This is an optimization exercise on Yosys and OpenROAD, whose aim is small area, not a production implementation.
RTL that was checked went through simulation tests only; none was proved equivalent to the original.

## run A
## mlp_top
module mlp_top (
    input  logic                  clk,
    input  logic                  rst,
    input  logic                  wb_cyc,
    input  logic                  wb_stb,
    input  logic                  wb_we,
    input  logic [2-1:0] wb_adr,
    input  mlp_pkg::word_t        wb_dat_i,
    output mlp_pkg::word_t        wb_dat_o,
    output logic                  wb_ack,
    output logic                  result_valid,
    output mlp_pkg::word_t        sig_value,
    output logic                  class_out
);
export LEC_CHECK = 0
export CAP_MARGIN = 20
export CORE_MARGIN = 2
export CORE_UTILIZATION = 70
export CTS_BUF_LIST = sky130_fd_sc_hd__clkbuf_4 sky130_fd_sc_hd__clkbuf_8
export CTS_CLUSTER_DIAMETER = 100
export CTS_CLUSTER_SIZE = 30
export PLACE_DENSITY = 0.75
export SLEW_MARGIN = 20
export SYNTH_HIERARCHICAL = 1
create_clock -name core_clock -period 7.0 [get_ports {clk}]
standard.sh (not shown) runs the stock make flow with config.mk's settings and CLKGATE_MAP_FILE= SYNTH_SCRIPT=/design/flow/synth_recipe.tcl, a recipe that flattens the netlist after the stock synthesis.
==> flow/flow/run.sh <==
#!/bin/bash
# The standard layout (the standard.sh, ORFS from synthesis to finish) with two changes:
#  - the port buffers that global placement adds are the smallest buffer, buf_1;
#  - clock tree synthesis adds no dummy loads and uses clkbuf_4/clkbuf_8.
# Make's full output goes to flow_make.log here; each ORFS step keeps its own log under
# orfs/logs/.
set -euo pipefail
WORK="$(cd "$(dirname "$0")/.." && pwd)"
cd "$WORK"
bash standard.sh \
    "BUFFER_PORTS_ARGS=-buffer_cell sky130_fd_sc_hd__buf_1" \
    "CTS_ARGS=-sink_clustering_enable -repair_clock_nets -sink_clustering_size 30 -sink_clustering_max_diameter 100 -buf_list {sky130_fd_sc_hd__clkbuf_4 sky130_fd_sc_hd__clkbuf_8} -dont_use_dummy_load" \
    finish > "$WORK/flow_make.log" 2>&1
Setup changes, run A to run B
--- a/flow/design.v
+++ b/flow/design.v
@@ -134,30 +134,31 @@
         r[2:0] = v[2:0] - 3'd1;
         k = |v[2:0];
         for (int i = 3; i < 16; i++)
         begin
             r[i] = v[i] ^ k;
             k = k & v[i];
         end
         add7 = r;
     endfunction
     logic [15:0] fa, d;
     logic [14:0] a_q, p_q;
-    logic        fb_q;
+    logic        fb_q, fc_q;
     assign fa = addr(x1, x2, 1'b1);
     assign d  = addr(x1, ~x2, 1'b0);
     always_ff @(posedge clk)
     begin
         a_q  <= fa[15] ? ~fa[14:0] : '0;
         p_q  <= d[15] ? ~d[14:0] : d[14:0];
         fb_q <= ~d[15];
+        fc_q <= d[15] ^ (&d[14:0]);
     end
     logic        ph;
     logic [14:0] b_q, k_q;
     logic [15:0] a, b, bx, k2, m_op, v_op;
     logic [15:0] z, um, ut, u2, u3, u4;
     logic [15:0] acc_s, acc_c, fb_s, fb_c;
     logic [15:0] m_s, m_k;
     logic [15:0] z_g, z_t;
     logic [15:0] v1_s, v1_k;
     logic [15:0] v2_s, v2_k;
     logic [15:0] w_g, w_t;
@@ -165,23 +166,23 @@
     logic [15:0] r2_s, r2_k;
     logic [15:0] r_g, r_t;
     logic [15:0] q1_s, q1_k;
     logic [15:0] q_g, q_t;
     logic [15:0] l0_s, l0_k;
     logic [15:0] l1_s, l1_k;
     logic [15:0] l2_s, l2_k;
     logic [15:0] l3_s, l3_k;
     logic [15:0] l4_s, l4_k;
     assign ph  = vld[1];
     assign b_q = fb_q ? p_q : '0;
-    assign k_q = fb_q ? {14'd0, ~&p_q} : {p_q[14:1], p_q[0] | ~|p_q};
+    assign k_q = fc_q ? (fb_q ? '0 : p_q) : 15'd1;
     assign a   = {1'b0, a_q};
     assign b   = {1'b0, b_q};
     assign bx  = ph ? ~b : b;
     assign k2  = {k_q[14:0], 1'b0};
     assign m_op = ph ? {~k_q[14:0], 1'b0} : {~k_q[13:0], 2'b11};
     assign v_op = ph ? {~k_q[14:0], 1'b1} : 16'hFFFE;
     mlp_fa u_m_0 (.a(a[0]), .b(b[0]), .c(m_op[0]), .s(m_s[0]), .co(m_k[1]));
     mlp_fa u_m_1 (.a(a[1]), .b(b[1]), .c(m_op[1]), .s(m_s[1]), .co(m_k[2]));
     mlp_fa u_m_2 (.a(a[2]), .b(b[2]), .c(m_op[2]), .s(m_s[2]), .co(m_k[3]));
     mlp_fa u_m_3 (.a(a[3]), .b(b[3]), .c(m_op[3]), .s(m_s[3]), .co(m_k[4]));
     mlp_fa u_m_4 (.a(a[4]), .b(b[4]), .c(m_op[4]), .s(m_s[4]), .co(m_k[5]));
Run B: flow completed, timing, DRC and antenna clean. Aggregate global-route resource usage on run B is up relative to run A. Run A → run B: number of buffer and inverter stages on the critical path now sits at about the same level, synthesized area now sits at about the same level. From run A to run B the numbers moved as follows: highest attainable clock frequency roughly the same; detailed route wirelength on metal3 down 20 um. Comparing run A with run B, the ratio of cells with drive above 1 in the final layout came out essentially unchanged. [compare] base=run A new=run B: utilization after layout rose 0.25 points; setup slack rose by 0.014 ns; multiplexer share of the synthesized area went down 1.3 points.
For run A, only the layout was checked, not whether the RTL still works.

Setup of P:
mlp_top, a different RTL version from the one above (not shown whole).
For scale: about 1,600 cells after synthesis, ~130 flip-flops, about 58 I/O pins, about 0.015 sq mm of cells after synthesis.
==> flow/design.v (excerpt) <==
module mlp_top (
    input  logic                  clk,
    input  logic                  rst,
    input  logic                  wb_cyc,
    input  logic                  wb_stb,
    input  logic                  wb_we,
    input  logic [2-1:0] wb_adr,
    input  mlp_pkg::word_t        wb_dat_i,
    output mlp_pkg::word_t        wb_dat_o,
    output logic                  wb_ack,
    output logic                  result_valid,
    output mlp_pkg::word_t        sig_value,
    output logic                  class_out
);
==> module mlp_top, before the edit <==
module mlp_top (
    input  logic                  clk,
    input  logic                  rst,
    input  logic                  wb_cyc,
    input  logic                  wb_stb,
    input  logic                  wb_we,
    input  logic [2-1:0] wb_adr,
    input  mlp_pkg::word_t        wb_dat_i,
    output mlp_pkg::word_t        wb_dat_o,
    output logic                  wb_ack,
    output logic                  result_valid,
    output mlp_pkg::word_t        sig_value,
    output logic                  class_out
);
    logic [15:0] x1, x2;
    logic [7:0]  cnt;
    logic [1:0]  adr_q;
    logic [3:0]  vld;
    logic        access, launch;
    assign access = wb_cyc && wb_stb && !wb_ack;
    assign launch = access && wb_we && (wb_adr == 2'd1);
    always_ff @(posedge clk)
    begin
        if (rst)
        begin
            wb_ack       <= 1'b0;
            x1           <= '0;
            x2           <= '0;
            cnt          <= '0;
            vld          <= '0;
            result_valid <= 1'b0;
        end
        else
        begin
            wb_ack       <= access;
            vld          <= {vld[2:0], launch};
            result_valid <= vld[3];
            if (access && wb_we && wb_adr == 2'd0)
                x1 <= wb_dat_i;
            if (launch)
            begin
                x2  <= wb_dat_i;
                cnt <= cnt + 1'b1;
            end
        end
    end
    always_ff @(posedge clk)
    begin
        if (access)
            adr_q <= wb_adr;
    end
    always_comb
    begin
        case (adr_q)
            2'd0:    wb_dat_o = x1;
            2'd1:    wb_dat_o = x2;
            2'd2:    wb_dat_o = {8'h00, cnt};
            default: wb_dat_o = '0;
        endcase
    end
    function automatic logic [15:0] relu(input logic [15:0] v);
        relu = v[15] ? '0 : v;
    endfunction
    function automatic logic [31:0] csa(input logic [15:0] p, input logic [15:0] q, input logic [15:0] r);
        logic [15:0] k;
        k = (p & q) | (p & r) | (q & r);
        csa = {k[14:0], 1'b0, p ^ q ^ r};
    endfunction
    function automatic logic [15:0] add(input logic [15:0] p, input logic [15:0] q);
        logic [15:0] g, t;
        g = p & q;
        t = p ^ q;
        for (int d = 1; d < 16; d = d * 2)
            for (int i = 2 * d - 1; i < 16; i += 2 * d)
            begin
                g[i] = g[i] | (t[i] & g[i - d]);
                t[i] = t[i] & t[i - d];
            end
        for (int d = 4; d >= 1; d = d / 2)
            for (int i = 3 * d - 1; i < 16; i += 2 * d)
            begin
                g[i] = g[i] | (t[i] & g[i - d]);
                t[i] = t[i] & t[i - d];
            end
        add = (p ^ q) ^ {g[14:0], 1'b0};
    endfunction
    function automatic logic [15:0] add7(input logic [15:0] v);
        logic [15:0] r;
        logic        k;
        r[2:0] = v[2:0] - 3'd1;
        k = |v[2:0];
        for (int i = 3; i < 16; i++)
        begin
            r[i] = v[i] ^ k;
            k = k & v[i];
        end
        add7 = r;
    endfunction
    function automatic logic [15:0] add3(input logic [15:0] p, input logic [15:0] q, input logic [15:0] r);
        logic [31:0] s;
        s = csa(p, q, r);
        add3 = add(s[15:0], s[31:16]);
    endfunction
    function automatic logic [15:0] add4(input logic [15:0] p, input logic [15:0] q, input logic [15:0] r,
                                         input logic [15:0] w);
        logic [31:0] s, u;
        s = csa(p, q, r);
        u = csa(s[15:0], s[31:16], w);
        add4 = add(u[15:0], u[31:16]);
    endfunction
    logic [15:0] a_raw, b_raw, c_raw;
    logic [14:0] a_q, b_q, c_q;
    assign a_raw = add(~x1, ~x2);
    assign b_raw = add( x1, ~x2);
    assign c_raw = add(~x1,  x2);
    always_ff @(posedge clk)
    begin
        a_q <= a_raw[15] ? '0 : a_raw[14:0];
        b_q <= b_raw[15] ? '0 : b_raw[14:0];
        c_q <= c_raw[15] ? '0 : c_raw[14:0];
    end
    logic        ph;
    logic [15:0] a, b, c, c2, c4;
    logic [15:0] z, um, ut, u2, u3, u4;
    logic [15:0] acc_s, acc_c, fb_s, fb_c;
    logic [31:0] l0, l1, l2, l3, l4;
    assign ph = vld[1];
    assign a  = {1'b0, a_q};
    assign b  = {1'b0, b_q};
    assign c  = {1'b0, c_q};
    assign c2 = {c_q, 1'b0};
    assign c4 = {c_q[13:0], 2'b00};
    always_comb
    begin
        z  = add4(a, b, ph ? ~c2 : ~c4, ph ? 16'hFFFD : 16'hFFFC);
        um = relu(z);
        ut = relu(~add7(z));
        if (ph)
            ut = ut << 1;
        u2 = relu(add4(a, a << 1, b, ph ? ~c2 - 16'd2 : 16'hFFFE));
        if (ph)
            u2 = u2 << 1;
        u3 = relu(add4(a, ph ? ~b : b, c2, 16'hFFFE));
        u4 = relu(add4(~a, ph ? b : ~b, 16'hFFFD, 16'h0000));
    end
    assign fb_s = ph ? '0 : acc_s;
    assign fb_c = ph ? '0 : acc_c;
    always_comb
    begin
        l0 = csa(fb_s, fb_c, um);
        l1 = csa(u2, u3, u4);
        l2 = csa(l0[15:0], l0[31:16], l1[15:0]);
        l3 = csa(l2[15:0], l2[31:16], l1[31:16]);
        l4 = csa(l3[15:0], l3[31:16], ut);
    end
    always_ff @(posedge clk)
    begin
        acc_s <= l4[15:0];
        acc_c <= l4[31:16];
    end
    logic [15:0] s;
    logic [9:0]  e_d, e_q;
    assign s = add(acc_s, acc_c);
    always_comb
    begin
        if (s < 16'd1024)
            e_d = {2'b00, s[9:2]};
        else if (s < 16'd2432)
            e_d = 10'((s >> 3) + 16'd128);
        else if (s < 16'd5120)
            e_d = 10'((s >> 5) + 16'd352);
        else
            e_d = 10'd512;
    end
    always_ff @(posedge clk)
    begin
        e_q <= e_d;
    end
    assign sig_value = {5'b00000, e_q[9], ~e_q[9], e_q[8:0]};
    assign class_out = |e_q;
endmodule
clock: 7.0 ns
lec_check: 0
cap_margin: 20
core_margin: 2
core_utilization: 40
slew_margin: 20
run.sh (not shown) runs the stock make flow with config.mk's settings and CLKGATE_MAP_FILE= SYNTH_SCRIPT=/design/flow/synth_recipe.tcl, a recipe that flattens the netlist after the stock synthesis.
Stock flow here: none of the scripts above is used.
P did not stop at any stage, and its layout met the timing, design-rule and antenna checks.
What S does differently from P at the input level:
--- a/flow/design.v
+++ b/flow/design.v
@@ -99,24 +99,12 @@
             begin
                 g[i] = g[i] | (t[i] & g[i - d]);
                 t[i] = t[i] & t[i - d];
             end
         add = (p ^ q) ^ {g[14:0], 1'b0};
     endfunction
-    function automatic logic [15:0] add7(input logic [15:0] v);
-        logic [15:0] r;
-        logic        k;
-        r[2:0] = v[2:0] - 3'd1;
-        k = |v[2:0];
-        for (int i = 3; i < 16; i++)
-        begin
-            r[i] = v[i] ^ k;
-            k = k & v[i];
-        end
-        add7 = r;
-    endfunction
     function automatic logic [15:0] add3(input logic [15:0] p, input logic [15:0] q, input logic [15:0] r);
         logic [31:0] s;
         s = csa(p, q, r);
         add3 = add(s[15:0], s[31:16]);
     endfunction
     function automatic logic [15:0] add4(input logic [15:0] p, input logic [15:0] q, input logic [15:0] r,
@@ -136,43 +124,42 @@
         a_q <= a_raw[15] ? '0 : a_raw[14:0];
         b_q <= b_raw[15] ? '0 : b_raw[14:0];
         c_q <= c_raw[15] ? '0 : c_raw[14:0];
     end
     logic        ph;
     logic [15:0] a, b, c, c2, c4;
-    logic [15:0] z, um, ut, u2, u3, u4;
+    logic [15:0] u0, u1, u2, u3, u4;
     logic [15:0] acc_s, acc_c, fb_s, fb_c;
     logic [31:0] l0, l1, l2, l3, l4;
     assign ph = vld[1];
     assign a  = {1'b0, a_q};
     assign b  = {1'b0, b_q};
     assign c  = {1'b0, c_q};
     assign c2 = {c_q, 1'b0};
     assign c4 = {c_q[13:0], 2'b00};
     always_comb
     begin
-        z  = add4(a, b, ph ? ~c2 : ~c4, ph ? 16'hFFFD : 16'hFFFC);
-        um = relu(z);
-        ut = relu(~add7(z));
+        u0 = relu(add4(a, b, ph ? ~c2 : ~c4, ph ? 16'hFFFD : 16'hFFFC));
+        u1 = relu(add4(~a, ~b, ph ? c2 : c4, ph ? 16'hFFFE : 16'hFFFF));
         if (ph)
-            ut = ut << 1;
+            u1 = u1 << 1;
         u2 = relu(add4(a, a << 1, b, ph ? ~c2 - 16'd2 : 16'hFFFE));
         if (ph)
             u2 = u2 << 1;
         u3 = relu(add4(a, ph ? ~b : b, c2, 16'hFFFE));
         u4 = relu(add4(~a, ph ? b : ~b, 16'hFFFD, 16'h0000));
     end
     assign fb_s = ph ? '0 : acc_s;
     assign fb_c = ph ? '0 : acc_c;
     always_comb
     begin
-        l0 = csa(fb_s, fb_c, um);
-        l1 = csa(u2, u3, u4);
+        l0 = csa(u0, u1, u2);
+        l1 = csa(u3, u4, fb_s);
         l2 = csa(l0[15:0], l0[31:16], l1[15:0]);
-        l3 = csa(l2[15:0], l2[31:16], l1[31:16]);
-        l4 = csa(l3[15:0], l3[31:16], ut);
+        l3 = csa(l1[31:16], fb_c, l2[15:0]);
+        l4 = csa(l2[31:16], l3[15:0], l3[31:16]);
     end
     always_ff @(posedge clk)
     begin
         acc_s <= l4[15:0];
         acc_c <= l4[31:16];
     end
### Flow results
Compared S against P; synthesized-area fraction occupied by ao, oa, aoi and oai cells within noise.
Clock period minus final worst setup slack | S above P
The top fanout value on the critical path in S was lower than what P gave.
Routed wire length in S is 3.9% above P.
Of the two values seen for last element of the critical path, acc_s[11] was produced by S and acc_s[6] by P.
Sequential cell area fraction in the yosys report: S vs P down 0.51 points
The RTL of P was laid out without a check of its function.

## 05-19
The RTL this note starts from:
==> flow/design.v <==
`default_nettype none
package mlp_pkg;
    typedef logic [16-1:0] word_t;
    typedef enum logic [1:0] {
        SEG_SHR2,
        SEG_SHR3,
        SEG_SHR5,
        SEG_ONE
    } sig_seg_e;
    typedef enum logic [2-1:0] {
        REG_X1     = 2'd0,
        REG_X2_GO  = 2'd1,
        REG_STATUS = 2'd2
    } wb_reg_e;
endpackage
`default_nettype wire
`timescale 1ns/10ps
`default_nettype none
module mlp_top (
    input  logic                  clk,
    input  logic                  rst,
    input  logic                  wb_cyc,
    input  logic                  wb_stb,
    input  logic                  wb_we,
    input  logic [2-1:0] wb_adr,
    input  mlp_pkg::word_t        wb_dat_i,
    output mlp_pkg::word_t        wb_dat_o,
    output logic                  wb_ack,
    output logic                  result_valid,
    output mlp_pkg::word_t        sig_value,
    output logic                  class_out
);
    logic [15:0] x1, x2;
    logic [7:0]  cnt;
    logic [1:0]  adr_q;
    logic [3:0]  vld;
    logic        access, launch;
    assign access = wb_cyc && wb_stb && !wb_ack;
    assign launch = access && wb_we && (wb_adr == 2'd1);
    always_ff @(posedge clk)
    begin
        if (rst)
        begin
            wb_ack       <= 1'b0;
            x1           <= '0;
            x2           <= '0;
            cnt          <= '0;
            vld          <= '0;
            result_valid <= 1'b0;
        end
        else
        begin
            wb_ack       <= access;
            vld          <= {vld[2:0], launch};
            result_valid <= vld[3];
            if (access && wb_we && wb_adr == 2'd0)
                x1 <= wb_dat_i;
            if (launch)
            begin
                x2  <= wb_dat_i;
                cnt <= cnt + 1'b1;
            end
        end
    end
    always_ff @(posedge clk)
    begin
        if (access)
            adr_q <= wb_adr;
    end
    always_comb
    begin
        case (adr_q)
            2'd0:    wb_dat_o = x1;
            2'd1:    wb_dat_o = x2;
            2'd2:    wb_dat_o = {8'h00, cnt};
            default: wb_dat_o = '0;
        endcase
    end
    function automatic logic [15:0] relu(input logic [15:0] v);
        relu = v[15] ? '0 : v;
    endfunction
    function automatic logic [31:0] csa(input logic [15:0] p, input logic [15:0] q, input logic [15:0] r);
        logic [15:0] k;
        k = (p & q) | (p & r) | (q & r);
        csa = {k[14:0], 1'b0, p ^ q ^ r};
    endfunction
    function automatic logic [31:0] add2c(input logic [15:0] p, input logic [15:0] q);
        logic [15:0] g, t, h;
        g = p & q;
        t = p ^ q;
        h = t;
        for (int d = 1; d < 16; d = d * 2)
            for (int i = 2 * d - 1; i < 16; i += 2 * d)
            begin
                g[i] = g[i] | (t[i] & g[i - d]);
                t[i] = t[i] & t[i - d];
            end
        for (int d = 4; d >= 1; d = d / 2)
            for (int i = 3 * d - 1; i < 16; i += 2 * d)
            begin
                g[i] = g[i] | (t[i] & g[i - d]);
                t[i] = t[i] & t[i - d];
            end
        add2c = {h ^ {g[14:0] | t[14:0], 1'b1}, h ^ {g[14:0], 1'b0}};
    endfunction
    function automatic logic [15:0] add(input logic [15:0] p, input logic [15:0] q);
        logic [31:0] r;
        r = add2c(p, q);
        add = r[15:0];
    endfunction
    function automatic logic [15:0] add7(input logic [15:0] v);
        logic [15:0] r;
        logic        k;
        r[2:0] = v[2:0] - 3'd1;
        k = |v[2:0];
        for (int i = 3; i < 16; i++)
        begin
            r[i] = v[i] ^ k;
            k = k & v[i];
        end
        add7 = r;
    endfunction
    function automatic logic [15:0] add5(input logic [15:0] p, input logic [15:0] q, input logic [15:0] r,
                                         input logic [15:0] w, input logic [15:0] v);
        logic [31:0] s, u, x;
        s = csa(p, q, r);
        u = csa(s[15:0], s[31:16], w);
        x = csa(u[15:0], u[31:16], v);
        add5 = add(x[15:0], x[31:16]);
    endfunction
    function automatic logic [15:0] add3(input logic [15:0] p, input logic [15:0] q, input logic [15:0] r);
        logic [31:0] s;
        s = csa(p, q, r);
        add3 = add(s[15:0], s[31:16]);
    endfunction
    function automatic logic [15:0] add4(input logic [15:0] p, input logic [15:0] q, input logic [15:0] r,
                                         input logic [15:0] w);
        logic [31:0] s, u;
        s = csa(p, q, r);
        u = csa(s[15:0], s[31:16], w);
        add4 = add(u[15:0], u[31:16]);
    endfunction
    logic [31:0] sa;
    logic [15:0] fa, d;
    logic [14:0] a_q, p_q;
    logic        fb_q, fc_q;
    assign sa = add2c(x1, x2);
    assign fa = sa[31:16];
    assign d  = add(x1, ~x2);
    always_ff @(posedge clk)
    begin
        a_q  <= fa[15] ? ~fa[14:0] : '0;
        p_q  <= d[15] ? ~d[14:0] : d[14:0];
        fb_q <= ~d[15];
        fc_q <= d[15] ^ (&d[14:0]);
    end
    logic        ph;
    logic [14:0] b_q, k_q;
    logic [15:0] a, b, bx, k2, m_op, v_op;
    logic [15:0] z, um, ut, u2, u3, u4;
    logic [15:0] acc_s, acc_c, fb_s, fb_c;
    logic [31:0] l0, l1, l2, l3, l4;
    assign ph  = vld[1];
    assign b_q = fb_q ? p_q : '0;
    assign k_q = fc_q ? (fb_q ? '0 : p_q) : 15'd1;
    assign a   = {1'b0, a_q};
    assign b   = {1'b0, b_q};
    assign bx  = ph ? ~b : b;
    assign k2  = {k_q[14:0], 1'b0};
    assign m_op = ph ? {~k_q[14:0], 1'b0} : {~k_q[13:0], 2'b11};
    assign v_op = ph ? {~k_q[14:0], 1'b1} : 16'hFFFE;
    always_comb
    begin
        z  = add3(a, b, m_op);
        um = relu(z);
        ut = relu(~add7(z));
        if (ph)
            ut = ut << 1;
        u2 = relu(add4(a, a << 1, b, v_op));
        if (ph)
            u2 = u2 << 1;
        u3 = relu(add4(a, bx, k2, 16'hFFFC));
        u4 = add3(a, bx, 16'd4);
        u4 = u4[15] ? ~u4 : '0;
    end
    assign fb_s = ph ? '0 : acc_s;
    assign fb_c = ph ? '0 : acc_c;
    always_comb
    begin
        l0 = csa(fb_s, fb_c, um);
        l1 = csa(u2, u3, u4);
        l2 = csa(l0[15:0], l0[31:16], l1[15:0]);
        l3 = csa(l2[15:0], l2[31:16], l1[31:16]);
        l4 = csa(l3[15:0], l3[31:16], ut);
    end
    always_ff @(posedge clk)
    begin
        acc_s <= l4[15:0];
        acc_c <= l4[31:16];
    end
    logic [15:0] s;
    logic [9:0]  e_d, e_q;
    assign s = add(acc_s, acc_c);
    always_comb
    begin
        if (s < 16'd1024)
            e_d = {2'b00, s[9:2]};
        else if (s < 16'd2432)
            e_d = 10'((s >> 3) + 16'd128);
        else if (s < 16'd5120)
            e_d = 10'((s >> 5) + 16'd352);
        else
            e_d = 10'd512;
    end
    always_ff @(posedge clk)
    begin
        e_q <= e_d;
    end
    assign sig_value = {5'b00000, e_q[9], ~e_q[9], e_q[8:0]};
    assign class_out = |e_q;
endmodule
`default_nettype wire
Settings: LEC_CHECK=0, CAP_MARGIN=20, CORE_MARGIN=2, CORE_UTILIZATION=70, CTS_BUF_LIST=sky130_fd_sc_hd__clkbuf_4 sky130_fd_sc_hd__clkbuf_8, CTS_CLUSTER_DIAMETER=100, CTS_CLUSTER_SIZE=30, PLACE_DENSITY=0.75, SLEW_MARGIN=20; clock period 7.0 ns.
#### Input delta (11-03 over 05-19)
--- a/flow/design.v
+++ b/flow/design.v
@@ -140,48 +140,47 @@
         u = csa(s[15:0], s[31:16], w);
         add4 = add(u[15:0], u[31:16]);
     endfunction
-    logic [31:0] sa;
-    logic [15:0] fa, d;
-    logic [14:0] a_q, p_q;
+    logic [31:0] sa, sbc;
+    logic [15:0] fa, b_raw, e;
+    logic [14:0] a_q, p_q, b_q, c_q;
     logic        fb_q, fc_q;
-    assign sa = add2c(x1, x2);
-    assign fa = sa[31:16];
-    assign d  = add(x1, ~x2);
-    always_ff @(posedge clk)
-    begin
-        a_q  <= fa[15] ? ~fa[14:0] : '0;
-        p_q  <= d[15] ? ~d[14:0] : d[14:0];
-        fb_q <= ~d[15];
-        fc_q <= d[15] ^ (&d[14:0]);
+    assign sa    = add2c(x1, x2);
+    assign fa    = sa[31:16];
+    assign sbc   = add2c(x1, ~x2);
+    assign b_raw = sbc[15:0];
+    assign e     = sbc[31:16];
+    always_ff @(posedge clk)
+    begin
+        a_q <= fa[15] ? ~fa[14:0] : '0;
+        p_q <= b_raw[15] ? ~e[14:0] : b_raw[14:0];
+        fb_q <= ~b_raw[15];
+        fc_q <= e[15];
     end
     logic        ph;
-    logic [14:0] b_q, k_q;
-    logic [15:0] a, b, bx, k2, m_op, v_op;
+    logic [15:0] a, b, c, c2, c4;
     logic [15:0] z, um, ut, u2, u3, u4;
     logic [15:0] acc_s, acc_c, fb_s, fb_c;
     logic [31:0] l0, l1, l2, l3, l4;
-    assign ph  = vld[1];
+    assign ph = vld[1];
     assign b_q = fb_q ? p_q : '0;
-    assign k_q = fc_q ? (fb_q ? '0 : p_q) : 15'd1;
-    assign a   = {1'b0, a_q};
-    assign b   = {1'b0, b_q};
-    assign bx  = ph ? ~b : b;
-    assign k2  = {k_q[14:0], 1'b0};
-    assign m_op = ph ? {~k_q[14:0], 1'b0} : {~k_q[13:0], 2'b11};
-    assign v_op = ph ? {~k_q[14:0], 1'b1} : 16'hFFFE;
-    always_comb
-    begin
-        z  = add3(a, b, m_op);
+    assign c_q = fc_q ? p_q : '0;
+    assign a  = {1'b0, a_q};
+    assign b  = {1'b0, b_q};
+    assign c  = {1'b0, c_q};
+    assign c2 = {c_q, 1'b0};
+    assign c4 = {c_q[13:0], 2'b00};
+    always_comb
+    begin
+        z  = add4(a, b, ph ? ~c2 : ~c4, ph ? 16'hFFFD : 16'hFFFC);
         um = relu(z);
         ut = relu(~add7(z));
         if (ph)
             ut = ut << 1;
-        u2 = relu(add4(a, a << 1, b, v_op));
+        u2 = relu(add5(a, a << 1, b, ph ? ~c2 : 16'h0000, 16'hFFFE));
         if (ph)
             u2 = u2 << 1;
-        u3 = relu(add4(a, bx, k2, 16'hFFFC));
-        u4 = add3(a, bx, 16'd4);
-        u4 = u4[15] ? ~u4 : '0;
+        u3 = relu(add4(a, ph ? ~b : b, c2, 16'hFFFE));
+        u4 = relu(add4(~a, ph ? b : ~b, 16'hFFFD, 16'h0000));
     end
     assign fb_s = ph ? '0 : acc_s;
     assign fb_c = ph ? '0 : acc_c;
Results
11-03 ends up with a post-synthesis to final-layout area growth that is 1.2 points higher than in 05-19. Per the comparison of 11-03 with 05-19, setup slack lower, worst-case setup slack after placement lower. Relative to 05-19, 11-03 degrades placed wire-length estimate. Met2 usage in global routing: higher on 05-19.
For 05-19, only the layout was checked, not whether the RTL still works.

-- separate check: timing with driven ports --
How much do the figures lean on ideal ports? The routed layouts below were timed once more, with nothing changed but the port constraints.
Step 1 assumes that a clkbuf_16 drives the clock port and a buf_2 every other input.
Step 2, shift: input delay + t, output delay - t, t = (earliest + latest rising clock arrival at the registers) / 2. This alone moves slack from input paths to output paths.
Three values: ideal ports, drivers, drivers and shift; two values: the first two.
run | shift t [ns] | slack for setup (ns) | hold slack, ns | worst setup path at the end | latest minus earliest clock arrival (ns)
run A | 0.469 | 0.255 / 0.255 / 0.255 | 0.441 / 0.441 / 0.441 | register to register | 0.026 / 0.027
run B | 0.480 | 0.268 / 0.268 / 0.268 | 0.425 / 0.425 / 0.425 | register to register | 0.036 / 0.037
P | 0.482 | 0.369 / 0.369 / 0.369 | 0.446 / 0.446 / 0.446 | register to register | 0.016 / 0.016
S | 0.487 | 0.346 / 0.346 / 0.346 | 0.449 / 0.449 / 0.449 | register to register | 0.019 / 0.019
05-19 | 0.500 | 0.367 / 0.367 / 0.367 | 0.443 / 0.443 / 0.443 | register to register | 0.025 / 0.026
11-03 | 0.506 | 0.254 / 0.254 / 0.254 | 0.452 / 0.452 / 0.452 | register to register | 0.018 / 0.018
After both steps every run listed still meets setup and hold.
